What follows belongs to an exercise in optimizing a design on an open flow for small area, a short achievable clock period and few clock cycles; a production flow would make more cautious choices.
Function was not checked in any run shown here: the RTL went through the layout flow alone.

==> flow/design.v (outline; a module is shown in full before it is edited, if it fits) <==
// module dsp_27x27s_arbiter: 2036 lines
// module dsp_sel4: 3 lines
// module dsp_x2: 3 lines
// module dsp_mx: 3 lines
// module dsp_fa: 4 lines
// module dsp_ha: 4 lines
// module dsp_fa1: 4 lines
// module dsp_ha1: 4 lines
module dsp_27x27s_arbiter (
  input  logic         clk,
  input  logic         aclr_n,
  input  logic [3:0]   req_valid,
  output logic [3:0]   req_ready,
  input  logic [107:0] req_ax,
  input  logic [107:0] req_ay,
  output logic         res_valid,
  input  logic         res_ready,
  output logic [1:0]   res_id,
  output logic [53:0]  res_data
);
  // ...
==> flow/flow/run.sh <==
#!/bin/bash
# Standard layout, with buf_1 cells as the port buffers.
set -euo pipefail
export BUFFER_PORTS_ARGS="-buffer_cell sky130_fd_sc_hd__buf_1"
bash standard.sh finish > standard_flow.log 2>&1
==> flow/standard.sh <==
#!/bin/bash
# synth_recipe.tcl (not shown) runs the flow's synth.tcl, then flattens the netlist and writes it again
# the make line also repeats each setting of config.mk as NAME=value (left out here)
make -C /OpenROAD-flow-scripts/flow DESIGN_CONFIG=/design/flow/config.mk WORK_HOME=/design/flow/orfs CLKGATE_MAP_FILE= SYNTH_SCRIPT=/design/flow/synth_recipe.tcl "${@:-finish}"
==> flow/config.mk <==
export PLATFORM = sky130hd
export DESIGN_NAME = dsp_27x27s_arbiter
export DESIGN_NICKNAME = dsp_27x27s_arbiter
export VERILOG_FILES = /design/flow/design.v
export SDC_FILE = /design/flow/constraint.sdc
export NUM_CORES = 4
export LEC_CHECK = 0
export CAP_MARGIN = 20
export CORE_MARGIN = 2
export CORE_UTILIZATION = 65
export CTS_BUF_LIST = sky130_fd_sc_hd__clkbuf_8 sky130_fd_sc_hd__clkbuf_16
export CTS_CLUSTER_DIAMETER = 80
export CTS_CLUSTER_SIZE = 16
export PLACE_DENSITY = 0.75
export SETUP_SLACK_MARGIN = 3.6
export SLEW_MARGIN = 20
export SYNTH_HIERARCHICAL = 1
==> flow/constraint.sdc <==
create_clock -name core_clock -period 7.3 [get_ports {clk}]
set_input_delay 1.4600 -clock core_clock [delete_from_list [all_inputs] [get_ports {clk}]]
set_output_delay 1.4600 -clock core_clock [all_outputs]
set_load 0.01 [all_outputs]
==> summary.md, run 1 <==
| Metric | Value |
|---|---|
| Via count | 21.4k |
| Outcome | no timing/DRC/antenna violations |
| Vias in the first global route | 22.3k |
| Clock sink count | 253 |
| Drt wl/cell | 26.7 um |
| Initial Utilization | 65.5% |
| Drt total wl | 83600 um |
| Cell Area, Placed | 0.0273 mm2 |
| Detailed Place HPWL | 56000 um |
| M2 GR Usage | 64.4% |
| Global routing usage on met3 | 11.2% |
| Hold endpoint | s2_v |
| Seq/Total Area, Yosys | 26.5% |
| Worst hold slack | 0.450 ns |
| Ys Warns | 9 |
| Hold Vio Cnt, Final | 0 |
| Layout Cells excl Fill | 3130 |
| Ant. Diodes | 6 |
| Worst-Skew Late Latency | 0.55 ns |
| Clk_buf instances | 21 |
| Net count after synthesis | 3065 |
| CTS H-tree lvls | 1 |
| Core region area | 0.0395 mm2 |
| Reg2reg path depth | 12 |
| Most common cell after layout, fill and taps aside | a22oi_1 |
| Share of the synthesized area in the top cell type | 23.7% |
| Critical path launch point type | flip-flop |
| Most Crowded Layer GR | met2 |
| Post-place setup slack | 2.33 ns |
| Num sequential | 253 |
| Inserted Clock Buffers | 21 |
| Port Buffer Count | 283 |
| WL met2 | 38200 um |
| Gpl congestion | 0.953 |
==> run 2: changes to the inputs <==
--- a/flow/design.v
+++ b/flow/design.v
@@ -21,25 +21,30 @@
   logic [53:0] ra, rb, r3, s1_r3;
   logic [53:0] s2_x, s2_y;
   logic        rc, s1_c;
   logic        en;
   logic [3:0]  msk_q;      
   logic [3:0]  msk_a, msk_b, msk_d;
   logic [3:0]  pa [4];
   logic [3:0]  pb [4];
-  logic [3:0]  gnt;
   logic        any;
   logic [1:0]  nxt_id;
   logic [3:0]  win_a, win_b, nxt_d;
   logic [26:0] sel_x, sel_y;
   assign en = ~s2_v | res_ready;
-  assign gnt       = nxt_q & req_valid &
-                     {4{aclr_n & en & ~|(req_valid & msk_q)}};
-  assign req_ready = gnt;
+  dsp_gnt u_gnt (
+    .v    (req_valid),
+    .nxt  (nxt_q),
+    .msk  (msk_q),
+    .rst_n(aclr_n),
+    .hold (s2_v),
+    .rdy  (res_ready),
+    .g    (req_ready)
+  );
   assign any       = |(nxt_q & req_valid) & aclr_n & en & ~|(req_valid & msk_q);
   always_comb begin
     nxt_id = 2'd0;
     for (int i = 0; i < 4; i++) begin
       if (nxt_q[i]) nxt_id = 2'(i);
     end
   end
   always_comb begin
@@ -2029,16 +2034,27 @@
       s2_p <= s2_x + s2_y;
       s2_id <= s1_id;
     end
   end
   assign res_valid = s2_v;
   assign res_id    = s2_id;
   assign res_data  = s2_p;
 endmodule
+module dsp_gnt (
+  input  logic [3:0] v,
+  input  logic [3:0] nxt,
+  input  logic [3:0] msk,
+  input  logic       rst_n,
+  input  logic       hold,
+  input  logic       rdy,
+  output logic [3:0] g
+);
+  assign g = nxt & v & {4{rst_n & (~hold | rdy) & ~|(v & msk)}};
+endmodule
 module dsp_sel4 (input logic [3:0] s, input logic [3:0] d, output logic y);
   assign y = |(s & d);
 endmodule
 module dsp_x2 (input logic a, b, output logic y);
   assign y = a ^ b;
 endmodule
 module dsp_mx (input logic s, a, b, output logic y);
   assign y = s ? b : a;
==> summary.md, run 2 <==
| Metric | Value |
|---|---|
| Rows | 73 (unchanged) |
| Nets@finish | 3265 (was 3242) |
| Ys Warns | 9 (unchanged) |
| Top cells by count, synth | 451 x a22oi_1, 410 x xnor2_1, 306 x fa_1, 173 x edfxtp_1 (was 447 x a22oi_1, 407 x xnor2_1, 306 x fa_1, 173 x edfxtp_1) |
| Critical path launch point type | flip-flop (unchanged) |
| Area of the multi-input gates | 0.0183 mm2 (was 0.0182 mm2) |
| Share of the synthesized area in the top cell type | 23.6% (was 23.7%) |
| Most frequent cells in the layout | 442 x a22oi_1, 409 x xnor2_1, 296 x fa_1, 273 x buf_1, 173 x edfxtp_1 (was 440 x a22oi_1, 406 x xnor2_1, 298 x fa_1, 273 x buf_1, 173 x edfxtp_1) |
| Die Ht | 204 um (was 203 um) |
| First-pass GRT wire length | 125000 um (was 126000 um) |
| Port Buffer Count | 283 (unchanged) |
| Synthesized area per cell | 10.8 um2 (was 10.7 um2) |
| Net count after synthesis | 3065 (unchanged) |
| Synthesized area | 0.0259 mm2 (about the same) |
| Antenna violations before repair | 10 (was 6) |
| Worst Setup Path Type | flip-flop to flip-flop (unchanged) |
| Top cells by area, synth | fa_1 24%, edfxtp_1 20%, xnor2_1 14%, a22oi_1 13%, ha_1 6.2% (unchanged) |
| Hold Vio Cnt, Final | 0 (unchanged) |
| Area growth syn-to-layout | 14.7% (was 12.5%) |
| GRT Overall Usage | 39.5% (was 40.3%) |
| RSZ-0062 raised after global routing | true (unchanged) |
| Root Buffer | clkbuf_16 (unchanged) |
| Final period util | 51.9% (was 52.2%) |
| Fillers | 2710 (was 2817) |
| Async SR Flop Fraction | 4.74% (unchanged) |
| Initial DRC count | 2986 (was 2954) |
| Worst hold slack | 0.459 ns (was 0.450 ns) |
| Seq/Total Area, Yosys | 26.4% (was 26.5%) |
| Total grt overflow | 0 (unchanged) |
| Setup TNS | 0 ns (unchanged) |
| Core region area | 0.0395 mm2 (about the same) |
| Crit path DAT | 4.09 ns (was 4.10 ns) |
| CTS H-tree lvls | 1 (unchanged) |
| Library cells used by synthesis | 67 (was 64) |
| Data required time of the worst path | 7.60 ns (was 7.59 ns) |
| Final slew viol count | 0 (unchanged) |
| Fin Clk Skew | 0.0164 ns (was 0.0314 ns) |
| Hold/Removal Path Class | flip-flop to flip-flop (unchanged) |
| Worst-Skew Late Latency | 0.55 ns (about the same) |
| DR vias/cell | 6.86 (was 6.82) |
| Regs by FF count | s1_a (54), s2_p (54), s1_b (53) (unchanged) |
| Hold Path Stages | 2 (unchanged) |
| Share of cells above drive strength 1 | 9.73% (was 7.81%) |
| Final ANT Viol Nets | 0 (unchanged) |
| Via count | 21.6k (was 21.4k) |
| Max Cap Viol | 0 (unchanged) |
| Gpl congestion | 0.980 (was 0.953) |
| Cell with the most instances after synthesis | a22oi_1 (unchanged) |
| CTS tree | built (unchanged) |
| Final min period | 3.79 ns (was 3.81 ns) |
| Worst-Margin Slew | 0.933 ns (was 0.959 ns) |
| Initial Utilization | 65.6% (was 65.5%) |
| Die Wd | 204 um (was 203 um) |
| Cell taking the most area after synthesis | fa_1 (unchanged) |
| Post-synth EDFFs | 173 (unchanged) |
| Reg2reg path depth | 9 (was 12) |
| Inserted Clock Buffers | 21 (unchanged) |
| Die area | 0.0415 mm2 (was 0.0414 mm2) |
| Drt wl/cell | 27.1 um (was 26.7 um) |
| Clock sink count | 253 (unchanged) |
| Drt total wl | 85600 um (was 83600 um) |
| Slew HR | 37.8% (was 36.1%) |
| Detailed Place HPWL | 54900 um (was 56000 um) |
| Post-Syn Instances | 2407 (unchanged) |
| Worst-path clk slew | 0.07 ns (was 0.08 ns) |
| Drt drc | 0 (unchanged) |
| CP Max Fanout | 5 (was 6) |
| Most common cell after layout, fill and taps aside | a22oi_1 (unchanged) |
| Most used DFF post-synth | edfxtp_1 (unchanged) |
| Maximum clock rate | 264 MHz (was 263 MHz) |
| Reg area | 0.00695 mm2 (was 0.00692 mm2) |
| Clock Path Buffers | 3 (unchanged) |
| Worst Setup End Kind | flip-flop (unchanged) |
| Count of final setup violators | 0 (unchanged) |
| Vias in the first global route | 21.9k (was 22.3k) |
| #FFs+latches synth | 253 (unchanged) |
| Outcome | no timing/DRC/antenna violations (unchanged) |
| Largest net degree at the start of global routing | 58 (was 78) |
| First-pass DRT Iterations | 7 (was 8) |
| I/O pins | 284 (unchanged) |
run 2: cell types whose count changed after synthesis, moves of 5 or more:
cell / change
buf_2: +6
nor2b_1: -6
o21ai_0: -8
and3_1: +5
a21o_1: +11
nand2b_1: -5
nor2_1: -13
run 2: worst paths after layout:
check,end,slack (ns),from
setup / recovery,s1_r3[28],3.51,s0_x[13]
hold / removal,s2_v,0.46,s1_v
setup reg to reg,s1_r3[28],3.51,s0_x[13]
hold reg to reg,s2_v,0.46,s1_v
max in group asynchronous,ptr_q[1],6.38,aclr_n
min in group asynchronous,msk_q[0],0.75,aclr_n
run 2: timing repair:
action                     4_1_cts  5_1_grt
resized for setup              121      145
setup endpoints to repair      144       63
pin swaps                        7       22
gates cloned                     5       14
setup buffers                    7       27
hold buffers                     0        0
run 2: modules after synthesis, one instance, submodules excluded:
| module | cells | times used | area, um2 |
|---|---|---|---|
| dsp_sel4 | 3 | 54 | 18.8 |
| dsp_ha | 1 | 62 | 12.5 |
| dsp_ha1 | 2 | 5 | 11.3 |
| dsp_27x27s_arbiter | 1818 | 1 | 17700 |
| dsp_gnt | 14 | 1 | 81.3 |
| dsp_fa1 | 5 | 7 | 27.5 |
| dsp_fa | 1 | 306 | 20.0 |
run 2: layout make-up:
| class | count | area share (%) |
|---|---|---|
| Antenna cell | 9 | 0.0757 |
| Clock buffer | 24 | 1.91 |
| Clock inverter | 14 | 0.278 |
| Inverter | 57 | 0.719 |
| Multi-Input combinational cell | 1868 | 61.5 |
| Sequential cell | 253 | 23.4 |
| Tap cell | 525 | 2.21 |
| Timing Repair Buffer | 406 | 9.95 |
run 2: kinds of logic (layout without fill, tap and decap cells):
| kind of cell | Yosys count | count (layout) | share of synthesized area [%] |
|---|---|---|---|
| mux | 2 | 3 | 0.0772 |
| flops | 253 | 253 | 26.4 |
| buf+inv | 290 | 501 | 4.30 |
| simple gates | 289 | 291 | 5.15 |
| other cells | 0 | 9 | 0 |
| compound gates | 681 | 682 | 18.7 |
| xor+xnor | 457 | 457 | 15.4 |
| fa+ha+maj | 435 | 435 | 29.8 |
run 2: stage by stage:
| stage | util, % | setup WS [ns] | instance area (um2) | cells |
|---|---|---|---|---|
| 2_1_floorplan | - | 2.25 | 26000 | 2407 |
| 3_3_place_gp | 69.2 | 2.28 | 27400 | 3056 |
| 3_5_place_dp | 69.2 | 2.15 | 27400 | 3056 |
| 4_1_cts | 72.3 | 3.59 | 28600 | 3106 |
| 5_1_grt | 75.2 | 3.49 | 29700 | 3154 |
| 6_report | 75.2 | 3.51 | 29700 | 3156 |
run 2: worst max-delay path: stages, from the launching register on:
cell,delay (ns)
dfxtp_4,0.39
buf_4,0.18
a22oi_1,0.35
xnor2_1,0.21
ha_1,0.30
fa_1,0.55
fa_1,0.46
fa_1,0.39
fa_1,0.42
ha_1,0.29
run 2: per-layer routing:
metal | part of all wire, % | global-route usage (%) | up-vias
met5 | 0.091 | 0 | -
met4 | 6.0 | 18.6 | 4
li1 | - | - | 9011
met3 | 14 | 11.0 | 438
met2 | 45 | 62.2 | 1736
met1 | 35 | 50.9 | 10500

port drivers added, routing unchanged:
No port has a modelled driver above. Below, the same layouts with a new extraction and two added sets of constraints. Step 1 sets driving cells, clkbuf_16 on the clock port and buf_2 on the other inputs (assumed; they add their load-dependent delay and slew). Step 2, shift: input delay + t, output delay - t, t = (earliest + latest rising clock arrival at the registers) / 2. This alone moves slack from input paths to output paths. a / b / c = ideal ports / drivers / drivers and shift; a / b = the first two.
| run | t, ns | setup slack, ns | hold slack, ns | latest minus earliest clock arrival (ns) | pins driven straight from the clock port |
|---|---|---|---|---|---|
| run 1 | 0.599 | 3.493 / 3.411 / 3.161 | 0.450 / 0.450 / 0.450 | 0.031 / 0.031 | 1 |
| run 2 | 0.608 | 3.513 / 3.513 / 3.323 | 0.459 / 0.459 / 0.459 | 0.018 / 0.018 | 1 |
After both steps every run listed still meets setup and hold. The setup slack of run 1, which loses most, moves by -0.082 ns with the drivers and by -0.332 ns with both steps.
